Background: an optimization exercise with open tools, aiming at small area and a short achievable clock period. Do not read the settings as production practice. Function was checked by simulation only, so behaviour that the tests miss may differ from the original. Power is estimated from default activity; no workload was simulated.

Design datapathCore, start of the top module:
module datapathCore (
	input logic clock,
	input logic rst,
	input logic [32-1:0] instr,
	input logic instrValid,
	output cpuPkg::wbT result,
	output logic resultValid,
	output logic [31:0] retiredCount,
	output logic [31:0] illegalCount
);
	logic [5-1:0] readSelA;
	logic [5-1:0] readSelB;
	logic [32-1:0] readOutA;
	logic [32-1:0] readOutB;
	cpuPkg::decodedT decoded;
	logic decodedValid;
	cpuPkg::wbT exec;
	logic execValid;
	instrDecoder decoder_i (
		.clock(clock),
		.rst(rst),
		.instr(instr),
		.instrValid(instrValid),
		.readOutA(readOutA),
		.readOutB(readOutB),
		.execDest(decoded.dest),
		.execWrite(decodedValid && decoded.regWrite),
		.execData(exec.data),
		.readSelA(readSelA),
		.readSelB(readSelB),
		.decoded(decoded),
		.decodedValid(decodedValid)
	);
	aluExecute execute_i (
		.decoded(decoded),
		.decodedValid(decodedValid),
		.exec(exec),
		.execValid(execValid)
	);
	resultStage result_i (
		.clock(clock),
		.rst(rst),
		.exec(exec),
		.execValid(execValid),
		.wb(result),
		.wbValid(resultValid),
		.retiredCount(retiredCount),
		.illegalCount(illegalCount)
	);
	registerFile regFile_i (
		.clock(clock),
		.rst(rst),
		.readSelA(readSelA),
		.readSelB(readSelB),
		.writeSel(result.dest),
		.writeData(result.data),
		.we(resultValid && result.regWrite),
		.bypass(resultValid && result.regWrite),
		.readOutA(readOutA),
		.readOutB(readOutB)
	);
endmodule
Size: ~4,500 cells after synthesis, ~1,200 flip-flops.
==> flow/config.mk <==
export PLATFORM = sky130hd
export DESIGN_NAME = datapathCore
export DESIGN_NICKNAME = datapathCore
export VERILOG_FILES = /design/flow/design.v
export SDC_FILE = /design/flow/constraint.sdc
export NUM_CORES = 4
export LEC_CHECK = 0
export CAP_MARGIN = 20
export CORE_MARGIN = 2
export CORE_UTILIZATION = 40
export CTS_CLUSTER_DIAMETER = 120
export CTS_CLUSTER_SIZE = 25
export SETUP_SLACK_MARGIN = 4.0
export SLEW_MARGIN = 20
==> flow/constraint.sdc <==
create_clock -name core_clock -period 7.0 [get_ports {clock}]
set_input_delay 1.4000 -clock core_clock [delete_from_list [all_inputs] [get_ports {clock}]]
set_output_delay 1.4000 -clock core_clock [all_outputs]
set_load 0.01 [all_outputs]
standard.sh (not shown) runs the stock make flow with config.mk's settings and CLKGATE_MAP_FILE= SYNTH_SCRIPT=/design/flow/synth_recipe.tcl, a recipe that flattens the netlist after the stock synthesis.
==> flow/flow/run.sh <==
#!/bin/bash
# The standard layout (the standard flow's own synthesis and ORFS steps), with two resizer settings
# changed: ports get plain buffers instead of delay cells, and repair may swap a cell for
# one of another footprint. Each tool's output is in orfs/logs/; make's own in standard.log.
set -euo pipefail
bash standard.sh MATCH_CELL_FOOTPRINT=0 "BUFFER_PORTS_ARGS=-buffer_cell sky130_fd_sc_hd__buf_4" finish > standard.log 2>&1
==> next run, changes <==
--- a/flow/design.v
+++ b/flow/design.v
@@ -30,41 +30,43 @@
 `timescale 1ns/1ps
 module registerFile (
 	input logic clock,
 	input logic rst,
 	input logic [5-1:0] readSelA,
 	input logic [5-1:0] readSelB,
 	input logic [5-1:0] writeSel,
 	input logic [32-1:0] writeData,
 	input logic we,
+	input logic [5-1:0] writeSelNext,
+	input logic weNext,
 	input logic bypass,  
 	output logic [32-1:0] readOutA,
 	output logic [32-1:0] readOutB
 );
 	logic [32-1:0] mem [1:32-1];  
-	logic [32-1:1] written;  
 	logic [32-1:1] load;
+	logic [32-1:1] loadNext;
 	logic [32-1:1] readable;
 	for (genvar i = 1; i < 32; i++)
 	begin : g_reg
 		assign load[i] = we && (writeSel == i);
-		assign readable[i] = written[i] && !load[i];
+		assign loadNext[i] = weNext && (writeSelNext == i);
 		always_ff @(posedge clock)
 		begin
 			if (load[i])
 				mem[i] <= writeData;
 		end
 		always_ff @(posedge clock)
 		begin
 			if (rst)
-				written[i] <= 1'b0;
-			else if (load[i])
-				written[i] <= 1'b1;
+				readable[i] <= 1'b0;
+			else
+				readable[i] <= (readable[i] || load[i]) && !loadNext[i];
 		end
 	end
 	logic [32-1:1] hotA;
 	logic [32-1:1] hotB;
 	logic bypassA;
 	logic bypassB;
 	assign bypassA = bypass && (readSelA == writeSel);
 	assign bypassB = bypass && (readSelB == writeSel);
 	always_comb
@@ -183,18 +185,19 @@
 				endcase
 			end
 			6'd8: decodeNext.sel.add = 1'b1;
 			6'd12: decodeNext.sel.andOp = 1'b1;
 			6'd13: decodeNext.sel.orOp = 1'b1;
 			6'd15: decodeNext.sel.passB = 1'b1;
 			default: decodeNext.illegal = 1'b1;
 		endcase
 		decodeNext.regWrite = !decodeNext.illegal && (decodeNext.dest != '0);  
+		decodeNext.opB = decodeNext.opB ^ {32{decodeNext.sel.sub}};
 	end
 	assign fwdA = execWrite && (execDest == rs);
 	assign fwdB = execWrite && (execDest == rt) && rType;
 	pipeStage #(
 		.WIDTH(85)  
 	) decodeReg_i (
 		.clock(clock),
 		.rst(rst),
 		.inValid(instrValid),
@@ -216,19 +219,19 @@
 	logic lt;
 	cpuPkg::aluSelT sel;
 	assign opA = decoded.opA;
 	assign opB = decoded.opB;
 	localparam int W = 32 + 1;
 	localparam int LEVELS = 6;  
 	logic [32-1:0] bx;
 	logic [W-1:0] gen [0:LEVELS];
 	logic [W-1:0] prop [0:LEVELS];
-	assign bx = opB ^ {32{decoded.sel.sub}};
+	assign bx = opB;  
 	assign gen[0] = {opA & bx, decoded.sel.sub};
 	assign prop[0] = {opA ^ bx, 1'b0};
 	for (genvar l = 0; l < LEVELS; l++)
 	begin : g_level
 		for (genvar i = 0; i < W; i++)
 		begin : g_bit
 			if (i >= (1 << l))
 			begin : g_merge
 				assign gen[l + 1][i] = gen[l][i] | (prop[l][i] & gen[l][i - (1 << l)]);
@@ -236,19 +239,19 @@
 			end
 			else
 			begin : g_pass
 				assign gen[l + 1][i] = gen[l][i];
 				assign prop[l + 1][i] = prop[l][i];
 			end
 		end
 	end
 	assign sum = prop[0][W-1:1] ^ gen[LEVELS][W-2:0];
-	assign lt = (opA[32-1] ^ opB[32-1]) ? opA[32-1] : sum[32-1];
+	assign lt = (opA[32-1] == opB[32-1]) ? opA[32-1] : sum[32-1];
 	assign sel = decoded.sel;
 	always_comb
 	begin
 		exec.data = ({32{sel.add}} & sum)
 			| ({32{sel.andOp}} & (opA & opB))
 			| ({32{sel.orOp}} & (opA | opB))
 			| ({32{sel.xorOp}} & (opA ^ opB))
 			| ({32{sel.passB}} & opB)
 			| ({32{sel.sll}} & (opB << decoded.shamt))
@@ -347,14 +350,16 @@
 	);
 	registerFile regFile_i (
 		.clock(clock),
 		.rst(rst),
 		.readSelA(readSelA),
 		.readSelB(readSelB),
 		.writeSel(result.dest),
 		.writeData(result.data),
 		.we(resultValid && result.regWrite),
+		.writeSelNext(exec.dest),
+		.weNext(execValid && exec.regWrite),
 		.bypass(resultValid && result.regWrite),
 		.readOutA(readOutA),
 		.readOutB(readOutB)
 	);
 endmodule
=>
- die area drops by 0.39%
- final cell count climbs by 0.38%
- setup slack barely changes
- register-to-register slack is better by 0.15 ns
- cell area climbs by 2.0%
- maximum frequency is about the same
- clock skew climbs by 0.026 ns
- wire length climbs by 2.0%
- hold slack stays flat
- total power climbs by 0.42%
- sequential share of layout area drops by 0.88 points
- synthesized cell count climbs by 0.62%

## what the ideal ports hide
The results above use ideal ports. As a check the final layouts listed here were re-extracted and re-timed, cells and wires unchanged.
Step 1, drivers: a clkbuf_16 drives clock and a buf_2 each remaining input, both assumed.
Step 2, shift: input delay + t, output delay - t, t = (earliest + latest rising clock arrival at the registers) / 2. This alone moves slack from input paths to output paths.
a / b / c = ideal ports / drivers / drivers and shift; a / b = the first two.
| run | t, ns | slack for setup (ns) | worst hold slack (ns) | latest minus earliest clock arrival (ns) | worst register clock-pin slew, ns |
|---|---|---|---|---|---|
| the first run | 0.816 | 3.747 / 3.747 / 3.024 | 0.354 / 0.354 / 0.354 | 0.043 / 0.043 | 0.12 / 0.12 |
| the second run | 0.855 | 3.749 / 3.697 / 2.841 | 0.355 / 0.355 / 0.355 | 0.073 / 0.073 | 0.11 / 0.11 |
After both steps setup and hold are still met in every run listed. For the second run, which loses most, drivers alone change the setup slack by -0.052 ns; drivers and shift together by -0.908 ns.
